Source: an optimization exercise on an open RTL-to-GDS flow (aim: small area, a short achievable clock period and few clock cycles per item). Production flows keep margins and buffers that such runs may drop. RTL that was checked went through simulation tests only; none was proved equivalent to the original. The RTL of run 1 was laid out without a check of its function.

==> flow/design.v (outline; a module is shown in full before it is edited, if it fits) <==
// module matrix_alu: 2515 lines
module matrix_alu (
    input  logic         Clk,
    input  logic         nReset,
    input  logic         start,
    input  logic [2:0]   opcode,
    input  logic [255:0] operandA,
    input  logic [255:0] operandB,
    output logic [255:0] result,
    output logic         busy,
    output logic         done,
    output logic         err
);
  // ...
==> flow/flow/run.sh <==
#!/bin/bash
# Own layout flow: the standard ORFS flow (standard.sh), with timing
# repair aiming for extra setup slack on the worst paths and single-size
# port buffers.  ORFS keeps each tool's log in orfs/logs; make's own output
# goes to flow_make.log.
set -euo pipefail
export SETUP_SLACK_MARGIN=7.7
export TNS_END_PERCENT=5
export BUFFER_PORTS_ARGS="-buffer_cell sky130_fd_sc_hd__buf_2"
bash standard.sh > flow_make.log 2>&1
==> flow/standard.sh <==
#!/bin/bash
# synth_recipe.tcl (not shown) runs the flow's synth.tcl, then flattens the netlist and writes it again
# the make line also repeats each setting of config.mk as NAME=value (left out here)
make -C /OpenROAD-flow-scripts/flow DESIGN_CONFIG=/design/flow/config.mk WORK_HOME=/design/flow/orfs CLKGATE_MAP_FILE= SYNTH_SCRIPT=/design/flow/synth_recipe.tcl "${@:-finish}"
==> flow/config.mk <==
export PLATFORM = sky130hd
export DESIGN_NAME = matrix_alu
export DESIGN_NICKNAME = matrix_alu
export VERILOG_FILES = /design/flow/design.v
export SDC_FILE = /design/flow/constraint.sdc
export NUM_CORES = 4
export LEC_CHECK = 0
export CAP_MARGIN = 20
export CORE_MARGIN = 2
export CORE_UTILIZATION = 45
export PLACE_DENSITY = 0.55
export SLEW_MARGIN = 20
==> flow/constraint.sdc <==
create_clock -name core_clock -period 12.0 [get_ports {Clk}]
set_input_delay 2.4000 -clock core_clock [delete_from_list [all_inputs] [get_ports {Clk}]]
set_output_delay 2.4000 -clock core_clock [all_outputs]
set_load 0.01 [all_outputs]
==> metrics.csv, run 1 <==
metric,value,unit
status,"complete, no violations",
clk_pin_slew,0.07,ns
fill_cells,15100,
finalSetupViolCount,0,
drive_gt1_frac,0.188,
grt_max_degree,207,
viasPerCell,6.51,
seqCellArea,18700,um2
ys_ff_latch,859,
endpoint_kind,flip-flop,
reg_top3,"r_q: 256 flops, x_q: 256 flops, u1_p_q: 95 flops",
drtAntennaViolNets,0,
dp.cells,10700,
grt_use_met1,0.624,
fp.dieW,403,um
layout_min_cycle_time,4.54,ns
die_height,403,um
overflow,0,
min_delay_path_depth,2,
synth.most_common_cell,nand2_1,
synth_top_area_share,0.165,
synth_top_flop_cell,dfxtp_1,
cp_num_buf_inv,2,
multi_input_area_share,0.595,
cts_buffers,105,
whs_endpoint,x_q[245]$_DFF_P_,
clkbuf_count,158,
fp.coreArea,158000,um2
multi_input_gates,6226,
seq_cells,859,
==> run 2, diff against run 1 <==
--- a/flow/design.v
+++ b/flow/design.v
@@ -5,17 +5,17 @@
     input  logic [2:0]   opcode,
     input  logic [255:0] operandA,
     input  logic [255:0] operandB,
     output logic [255:0] result,
     output logic         busy,
     output logic         done,
     output logic         err
 );
-    logic         busy_q, done_q, err_q, scl_q, as_q, sub_q;
+    logic         busy_q, done_q, err_q, scl_q, as_q, sub_q, rv_q;
     logic [3:0]   cnt_q;
     logic [255:0] r_q, r_d, bz_val;
     logic [255:0] x_q, x_d;
     wire idle   = !busy_q && !done_q;
     wire accept = start && idle;
     wire op_add = (opcode == 3'd0);
     wire op_sub = (opcode == 3'd1);
     wire op_trn = (opcode == 3'd2);
@@ -2400,17 +2400,17 @@
     assign u1b_116 = u1b_48 ^ u1b_85 ^ u1b_84;
     assign u1b_117 = (u1b_48 & u1b_85) | (u1b_84 & (u1b_48 ^ u1b_85));
     assign u1b_118 = u1b_52 ^ u1b_87 ^ u1b_86;
     assign u1b_119 = (u1b_52 & u1b_87) | (u1b_86 & (u1b_52 ^ u1b_87));
     assign u1b_120 = u1b_56 ^ u1b_89 ^ u1b_88;
     wire [15:0] dot1 = {u1b_120, u1b_118, u1b_116, u1b_114, u1b_112, u1b_110, u1b_108, u1b_106, u1b_104, u1b_102, u1b_100, u1b_98, u1b_96, u1b_94, u1b_92, u1b_59} + {u1b_119, u1b_117, u1b_115, u1b_113, u1b_111, u1b_109, u1b_107, u1b_105, u1b_103, u1b_101, u1b_99, u1b_97, u1b_95, u1b_93, u1b_91, u1b_90};
     wire sel_a  = accept && !op_bad && !op_trn;
     wire sel_t  = accept && op_trn;
-    wire sel_b  = !(accept && !op_bad);
+    wire sel_b  = !(accept && (!op_bad || !rv_q));
     wire s_as   = busy_q && as_q;
     wire s_scl  = busy_q && !as_q && scl_q;
     wire s_mul  = busy_q && !as_q && !scl_q;
     wire s_rot  = (s_scl && !cnt_q[2]) || (s_mul && cnt_q[0]);
     wire s_prd2 = s_scl && !cnt_q[2] && (cnt_q[1:0] != 2'd0);
     wire s_prd3 = s_scl && cnt_q[2];
     wire s_dota = s_mul && cnt_q[0];
     wire s_dotb = s_mul && !cnt_q[0] && (cnt_q != 4'd0);
@@ -2472,30 +2472,31 @@
         end
         for (int i = 0; i < 16; i++)
             r_d[255-16*i -: 16] = ({16{sel_a}} & operandA[255-16*i -: 16])
                                 | ({16{sel_t}} & operandA[255-16*(4*(i%4)+i/4) -: 16])
                                 | ({16{sel_b}} & bz_val[255-16*i -: 16]);
     end
     always_ff @(posedge Clk) x_q <= x_d;
     always_ff @(posedge Clk) xr_q <= r_d[255:192];
+    always_ff @(posedge Clk) r_q <= r_d;
     always_ff @(posedge Clk or negedge nReset) begin
         if (!nReset) begin
             busy_q <= 1'b0;
             done_q <= 1'b0;
             err_q  <= 1'b0;
             scl_q  <= 1'b0;
             as_q   <= 1'b0;
             sub_q  <= 1'b0;
             cnt_q  <= 4'd0;
-            r_q    <= '0;
+            rv_q   <= 1'b0;
         end else begin
-            r_q <= r_d;
             if (accept) begin
                 err_q  <= op_bad;
+                if (!op_bad) rv_q <= 1'b1;
                 scl_q  <= op_scl;
                 as_q   <= op_as;
                 sub_q  <= opcode[0];
                 cnt_q  <= 4'd0;
                 busy_q <= op_run;
                 done_q <= !op_run;
             end else if (busy_q) begin
                 cnt_q <= cnt_q + 4'd1;
==> run 2 against run 1 <==
Register-to-register slack worse by 0.02 ns. Wire length down 2.1%. Setup slack better by 0.038 ns. Synthesized cell count up 0.76%. Largest cell class unchanged.
==> metrics.csv, run 2 <==
metric,value,unit,change
status,"complete, no violations",,unchanged
dr.max_layer_used,met5,,unchanged
synth_edf_count,0,,unchanged
finalSetupViolCount,0,,unchanged
ys_ff_latch,796,,was 859
antenna_found_initial,53,,unchanged
startpoint_type,flip-flop,,was primary input
grt_max_degree,158,,was 207
synth_nets,9706,,was 9643
htreeDepth,3,,unchanged
seqCellArea,16100,um2,was 18700 um2
clk_pin_slew,0.06,ns,was 0.07 ns
reg_top3,"x_q: 256 flops, r_q: 193 flops, u1_p_q: 95 flops",,"was r_q: 256 flops, x_q: 256 flops, u1_p_q: 95 flops"
grtUsageTotal,0.506,,was 0.500
overflow,0,,unchanged
tightest_slew,1.30,ns,was 1.33 ns
fill_cells,14800,,was 15100
syn_avg_cell_area,8.30,um2,was 8.65 um2
layout_common_cells,"nand2_1, buf_2, dfxtp_1, a21oi_1, inv_1",,"was nand2_1, a21oi_1, buf_2, xnor2_1, inv_1"
dr.pass1.iters,12,,was 8
ys_top_cells_by_area,"dfxtp_1, fa_1, xnor2_1",,"was dfxtp_1, fa_1, dfrtp_1"
worst_hold_slack,0.473,ns,was 0.478 ns
multiInputGateArea,49900,um2,was 49700 um2
finClkSkew,0.0602,ns,was 0.0606 ns
setup_tns,0,ns,unchanged
critical-path-top-delay-family,compound AO/OA/AOI/OAI gates,,unchanged
cts_hold_buf,0,,unchanged
cp_num_buf_inv,1,,was 2
synth.most_common_cell,nand2_1,,unchanged
critical_path.max_stage_delay,0.81,ns,was 0.58 ns
fp.dieW,397,um,was 403 um
via_count,71200,,was 71800
worstPathRequired,12.68,ns,was 12.72 ns
endpoint_kind,flip-flop,,unchanged
grt_pass1_wl,550000,um,was 560000 um
root_buffer,clkbuf_16,,unchanged
place.gp.congestion,1.08,,was 1.09
routed_wl,413000,um,was 422000 um
hold_class,flip-flop to flip-flop,,unchanged
wire_per_inst,37.4,um,was 38.2 um
post-route-period-util,0.375,,was 0.378
cts_tree,done,,unchanged
grt_pass1_vias,66200,,was 66400
synth_top_area_share,0.227,,was 0.165
synth.yosys.warnings,1,,unchanged
cts_buffers,98,,was 105
rows,144,,was 146
port_buffers,776,,unchanged
slowest_stage,xor2_1,,was and2_4
critPathKind,flip-flop to flip-flop,,was primary input to flip-flop
clock_latency,0.76,ns,was 0.81 ns
cp_common_cell,nand2_1,,
layout_min_cycle_time,4.50,ns,was 4.54 ns
cp_cell_sequence,nor2b_4 > nand2_8 > buf_6 > nand2_1 > nand2_1 > ha_1 > o21a_1 > o21ai_0 > a31oi_1 > a311o_1 > a21boi_0 > nor2_1 > xor2_1 > o211ai_1 > nand3_1,,was buf_2 > mux2i_1 > and2_4 > buf_12 > a222oi_1 > a311oi_1 > o311a_1
ys_top_cells_by_count,"nand2_1, dfxtp_1, a21oi_1, xnor2_1, o21ai_0",,"was nand2_1, a21oi_1, xnor2_1, inv_1, dfxtp_1"
relSlewSlack,0.131,,was 0.110
cts.sinks,796,,was 859
fp.coreArea,154000,um2,was 158000 um2
largest-register,x_q,,
drive_gt1_frac,0.182,,was 0.188
drv_cap,0,,unchanged
final_common_cell,nand2_1,,unchanged
routed-wl-met3,54400,um,was 57900 um
syn_area,69400,um2,was 71800 um2
path_max_fanout,53,,was 152
layout.nets,10200,,about the same
drc,0,,unchanged
syn_inst,8358,,was 8295
largest_register_ffs,256,,
fin_util,0.527,,about the same
die-area,157000,um2,was 163000 um2
final_max_slew_viol_count,0,,unchanged
start_util,0.452,,was 0.453
rsz0062_at_grt,yes,,unchanged
arrival,5.18,ns,was 5.25 ns
die_height,397,um,was 403 um
hold_viol,0,,unchanged
area_growth,16.6,%,was 16.3%
clock_path_buffers,3,,unchanged
max_freq,222,MHz,was 220 MHz
ys_types,81,,was 83
post-dp-hpwl,322000,um,was 331000 um
synth_top_flop_cell,dfxtp_1,,unchanged
met1Wirelength,152000,um,was 155000 um
drtAntennaViolNets,0,,unchanged
viasPerCell,6.45,,was 6.51
synth_seq_area_share,0.231,,was 0.258
dr_wl_met2,163000,um,was 169000 um
synth_top_area_cell,dfxtp_1,,unchanged
initialDrtViolationCount,11000,,was 10900
synth-async-reset-ratio,0.0138,,was 0.310
num_io_pins,777,,unchanged
-- run 2: cell count changes after synthesis, moves of 42 or more --
cell / before / now
xnor2_1: 653 / 601
mux2_2: 204 / 159
dfxtp_1: 593 / 785
nand2_1: 834 / 1077
a21oi_1: 815 / 674
dfrtp_1: 266 / 11
o21ai_0: 491 / 598
nor2_1: 335 / 293
-- run 2: cells by family (layout without fill, tap and decap cells) --
group | after synthesis | after routing | share of synthesized area
adders and majority gates | 830 | 830 | 0.198
xor gates and xnor gates | 1163 | 1163 | 0.147
buffers and inverters | 1221 | 1817 | 0.0667
AOI/OAI and AO/OA | 2343 | 2344 | 0.212
muxes | 218 | 218 | 0.0344
DFF | 796 | 796 | 0.231
and+or+nand+nor | 1787 | 1792 | 0.111
other | 0 | 33 | 0
-- run 2: path summary, 6_finish.rpt --
check	end	from	slack, ns	depth (start not counted)
max	r_q[77]$_DFF_P_	busy_q$_DFF_PN0_	7.50	15
min	x_q[115]$_DFF_P_	x_q[99]$_DFF_P_	0.47	2
max reg2reg	r_q[77]$_DFF_P_	busy_q$_DFF_PN0_	7.50	15
min reg2reg	x_q[115]$_DFF_P_	x_q[99]$_DFF_P_	0.47	2
max in group asynchronous	sub_q$_DFFE_PN0P_	nReset	10.26	1
min in group asynchronous	busy_q$_DFF_PN0_	nReset	1.51	1
-- run 2: cell type report --
class,count,share of cell area
antenna,33,0.00102
sequential,796,0.200
timing repair buffer,1028,0.0772
multi-input combinational,6347,0.617
clock buffer,134,0.0354
inverter,604,0.0281
tap,2044,0.0316
clock inverter,51,0.0100
-- run 2: routing by layer --
layer,global-route usage,vias to the layer above
met1,0.630,34800
met5,0,-
li1,-,29500
met4,0.413,24
met3,0.171,1346
met2,0.706,5473
-- run 2: tightest hold or removal path: stages (launching register included) --
cell,delay [ns]
dfxtp_1,0.34
nand2_1,0.05
o21ai_0,0.05
-- run 2: metrics by stage --
step / instances / area (um2) / worst slack [ns]
2_1_floorplan: 8358 / 69400 / 7.66
3_3_place_gp: 10800 / 75200 / 5.90
3_5_place_dp: 10800 / 75200 / 5.92
4_1_cts: 11000 / 80100 / 7.51
5_1_grt: 11000 / 80800 / 7.44
6_report: 11000 / 80900 / 7.50
-- run 2: what timing repair did --
| action | 4_1_cts | 5_1_grt |
|---|---|---|
| setup buffers | 25 | 19 |
| setup endpoints to repair | 292 | 185 |
| pin swaps | 27 | 21 |
| gates resized for setup | 205 | 122 |
| gates cloned | 12 | 1 |
Testbench counts of run 2, summed over its fixed seeds: cycles 16,805, ops 3,200.
==> run 3, diff against run 2 <==
--- a/flow/flow/run.sh
+++ b/flow/flow/run.sh
@@ -5,6 +5,6 @@
 # goes to flow_make.log.
 set -euo pipefail
-export SETUP_SLACK_MARGIN=7.7
-export TNS_END_PERCENT=5
+export SETUP_SLACK_MARGIN=7.9
+export TNS_END_PERCENT=30
 export BUFFER_PORTS_ARGS="-buffer_cell sky130_fd_sc_hd__buf_2"
 bash standard.sh > flow_make.log 2>&1
==> run 3 against run 2 <==
Critical path depth shrank 13. Clock-buffer cell count up 3. Synthesized cell count stayed put. Non-clock buffer count grew 126. Highest routed layer unchanged.
==> metrics.csv, run 3 <==
metric,value,unit,change
hold_class,flip-flop to flip-flop,,unchanged
start_util,0.452,,unchanged
ys_ff_latch,796,,unchanged
rsz0062_at_grt,yes,,unchanged
reg_top3,"x_q: 256 flops, r_q: 193 flops, u1_p_q: 95 flops",,unchanged
min_from,x_q[170]$_DFF_P_,,was x_q[99]$_DFF_P_
place.gp.congestion,1.07,,was 1.08
synth.most_common_cell,nand2_1,,unchanged
clock_latency,0.78,ns,was 0.76 ns
num_io_pins,777,,unchanged
fin_ws,7.62,ns,was 7.50 ns
port_buffers,776,,unchanged
arrival,1.98,ns,was 5.18 ns
synth_top_area_share,0.227,,unchanged
ys_top_cells_by_area,"dfxtp_1, fa_1, xnor2_1",,unchanged
dr.pass1.iters,9,,was 12
drtAntennaViolNets,0,,unchanged
synth_top_flop_cell,dfxtp_1,,unchanged
ys_top_cells_by_count,"nand2_1, dfxtp_1, a21oi_1, xnor2_1, o21ai_0",,unchanged
clk_pin_slew,0.06,ns,about the same
placed_area,75100,um2,was 75200 um2
grt_pass1_wl,549000,um,was 550000 um
area_growth,20.2,%,was 16.6%
syn_area,69400,um2,unchanged
final_area,83400,um2,was 80900 um2
cp_cell_sequence,buf_6 > buf_2,,was nor2b_4 > nand2_8 > buf_6 > nand2_1 > nand2_1 > ha_1 > o21a_1 > o21ai_0 > a31oi_1 > a311o_1 > a21boi_0 > nor2_1 > xor2_1 > o211ai_1 > nand3_1
setup_tns,0,ns,unchanged
dp.cells,10700,,was 10800
drv_cap,0,,unchanged
relSlewSlack,0.0980,,was 0.131
layout.nets,10300,,was 10200
largest_register_ffs,256,,unchanged
rr_worst_depth,15,,unchanged
whs_endpoint,x_q[186]$_DFF_P_,,was x_q[115]$_DFF_P_
grtUsageTotal,0.506,,about the same
drc,0,,unchanged
layout_min_cycle_time,4.38,ns,was 4.50 ns
instances_no_fill,11200,,was 11000
final_common_cell,nand2_1,,unchanged
slowest_stage,dfxtp_2,,was xor2_1
cts_tree,done,,unchanged
max_freq,228,MHz,was 222 MHz
status,"complete, no violations",,unchanged
synth-async-reset-ratio,0.0138,,unchanged
worst_hold_slack,0.483,ns,was 0.473 ns
ys_types,81,,unchanged
initialDrtViolationCount,10800,,was 11000
clock_path_buffers,3,,unchanged
htreeDepth,3,,unchanged
endpoint_kind,primary output,,was flip-flop
routed_wl,418000,um,was 413000 um
wire_per_inst,37.4,um,about the same
place_ws,6.08,ns,was 5.92 ns
grt_pass1_vias,66200,,about the same
worstPathRequired,9.60,ns,was 12.68 ns
critical_path.max_stage_delay,0.53,ns,was 0.81 ns
finClkSkew,0.0576,ns,was 0.0602 ns
cts.sinks,796,,unchanged
finalSetupViolCount,0,,unchanged
startpoint_type,flip-flop,,unchanged
cp_num_buf_inv,2,,was 1
rr_startpoint,as_q$_DFFE_PN0P_,,was busy_q$_DFF_PN0_
die-area,157000,um2,unchanged
synth_seq_area_share,0.231,,unchanged
post-route-period-util,0.365,,was 0.375
rows,144,,unchanged
die_height,397,um,unchanged
syn_inst,8358,,unchanged
grt_max_degree,101,,was 158
cts_buffers,99,,was 98
root_buffer,clkbuf_16,,unchanged
synth_top_area_cell,dfxtp_1,,unchanged
layout_common_cells,"nand2_1, buf_2, a21oi_1, dfxtp_1, xnor2_1",,"was nand2_1, buf_2, dfxtp_1, a21oi_1, inv_1"
rrSetupSlack,7.63,ns,was 7.50 ns
fp.dieW,397,um,unchanged
viasPerCell,6.44,,was 6.45
hold_viol,0,,unchanged
via_count,71900,,was 71200
rr_endpoint,r_q[108]$_DFF_P_,,was r_q[77]$_DFF_P_
critical-path-top-delay-family,buffers and inverters,,was compound AO/OA/AOI/OAI gates
synth_nets,9706,,unchanged
critPathKind,flip-flop to primary output,,was flip-flop to flip-flop
final_max_slew_viol_count,0,,unchanged
min_delay_path_depth,2,,unchanged
path_max_fanout,28,,was 53
antenna_found_initial,56,,was 53
synth.yosys.warnings,1,,unchanged
synth_edf_count,0,,unchanged
tightest_slew,1.35,ns,was 1.30 ns
drive_gt1_frac,0.213,,was 0.182
syn_avg_cell_area,8.30,um2,unchanged
fin_util,0.543,,was 0.527
post-dp-hpwl,319000,um,was 322000 um
fp.coreArea,154000,um2,unchanged
overflow,0,,unchanged
largest-register,x_q,,unchanged
run 3: cells by family (layout without fill, tap and decap cells):
family                     Yosys count  count (layout)  share of synthesized area
xor gates and xnor gates          1163            1163                      0.147
buffers and inverters             1221            1942                     0.0667
and+or+nand+nor                   1787            1792                      0.111
adders and majority gates          830             830                      0.198
other                                0              28                          0
AOI/OAI and AO/OA                 2343            2343                      0.212
muxes                              218             218                     0.0344
DFF                                796             796                      0.231
run 3: worst max path at each step:
| stage | start | endpoint | slack (ns) | depth (start not counted) |
|---|---|---|---|---|
| 3_3_place_gp | start | r_q[91]$_DFF_P_ | 6.09 | 9 |
| 3_5_place_dp | start | r_q[91]$_DFF_P_ | 6.08 | 9 |
| 2_1_floorplan | start | xr_q[0]$_DFF_P_ | 7.82 | 8 |
| 5_1_grt | u0_m_q[38]$_DFF_P_ | r_q[62]$_DFF_P_ | 7.60 | 17 |
| 4_1_cts | r_q[112]$_DFF_P_ | result[112] | 7.57 | 1 |
| 6_report | xr_q[19]$_DFF_P_ | result[211] | 7.62 | 2 |
run 3: tightest hold or removal path: cells and delay by family, from the launching register on:
kind | cells | cell delay, ns
simple gates | 1 | 0.06
compound gates | 1 | 0.06
flops | 1 | 0.32
run 3: area by class of cell:
type | count | area, um2
Antenna cell | 28 | 70.1
Clock buffer | 137 | 2880
Clock inverter | 47 | 651
Fill cell | 14700 | 70100
Inverter | 604 | 2290
Multi-Input combinational cell | 6346 | 50800
Sequential cell | 796 | 16300
Tap cell | 2044 | 2560
Timing Repair Buffer | 1154 | 7870
run 3: timing repair:
action / in CTS / in global routing
buffers inserted: 76 / 93
setup endpoints to repair: 406 / 219
resized for setup: 390 / 320
hold buffers: 0 / 0
gates cloned: 15 / 11
pin swaps: 72 / 107
run 3: metal layers:
| metal | GRT usage | part of all wire | vias up |
|---|---|---|---|
| met5 | 0.00985 | 0.0011 | - |
| met4 | 0.412 | 0.10 | 36 |
| met3 | 0.161 | 0.13 | 1314 |
| met2 | 0.720 | 0.40 | 5520 |
| met1 | 0.624 | 0.36 | 35200 |
| li1 | - | - | 29800 |

what the ideal ports hide:
Ports are ideal in the flow. The routed layouts listed here were re-timed in OpenROAD. Step 1 assumes that a clkbuf_16 drives the clock port and a buf_2 every other input. Step 2 times the ports against the registers' clock, not the clock port: input delays grow and output delays shrink by t, the midpoint of the rising clock arrivals with the driver on. a / b / c = no drivers / after step 1 / after step 2; a / b = the first two.
run	t (ns)	slack for setup (ns)	worst setup path after step 2	worst slew at a driven data input, ns	cell pins on the clock port's net
run 1	0.867	7.464 / 7.394 / 6.657	input to register	0.17	1
run 2	0.828	7.501 / 7.443 / 6.770	input to register	0.12	1
run 3	0.849	7.617 / 7.522 / 6.888	input to register	0.18	1
After both steps setup and hold are still met in every run listed. For run 1, which loses most, drivers alone change the setup slack by -0.070 ns; drivers and shift together by -0.807 ns.
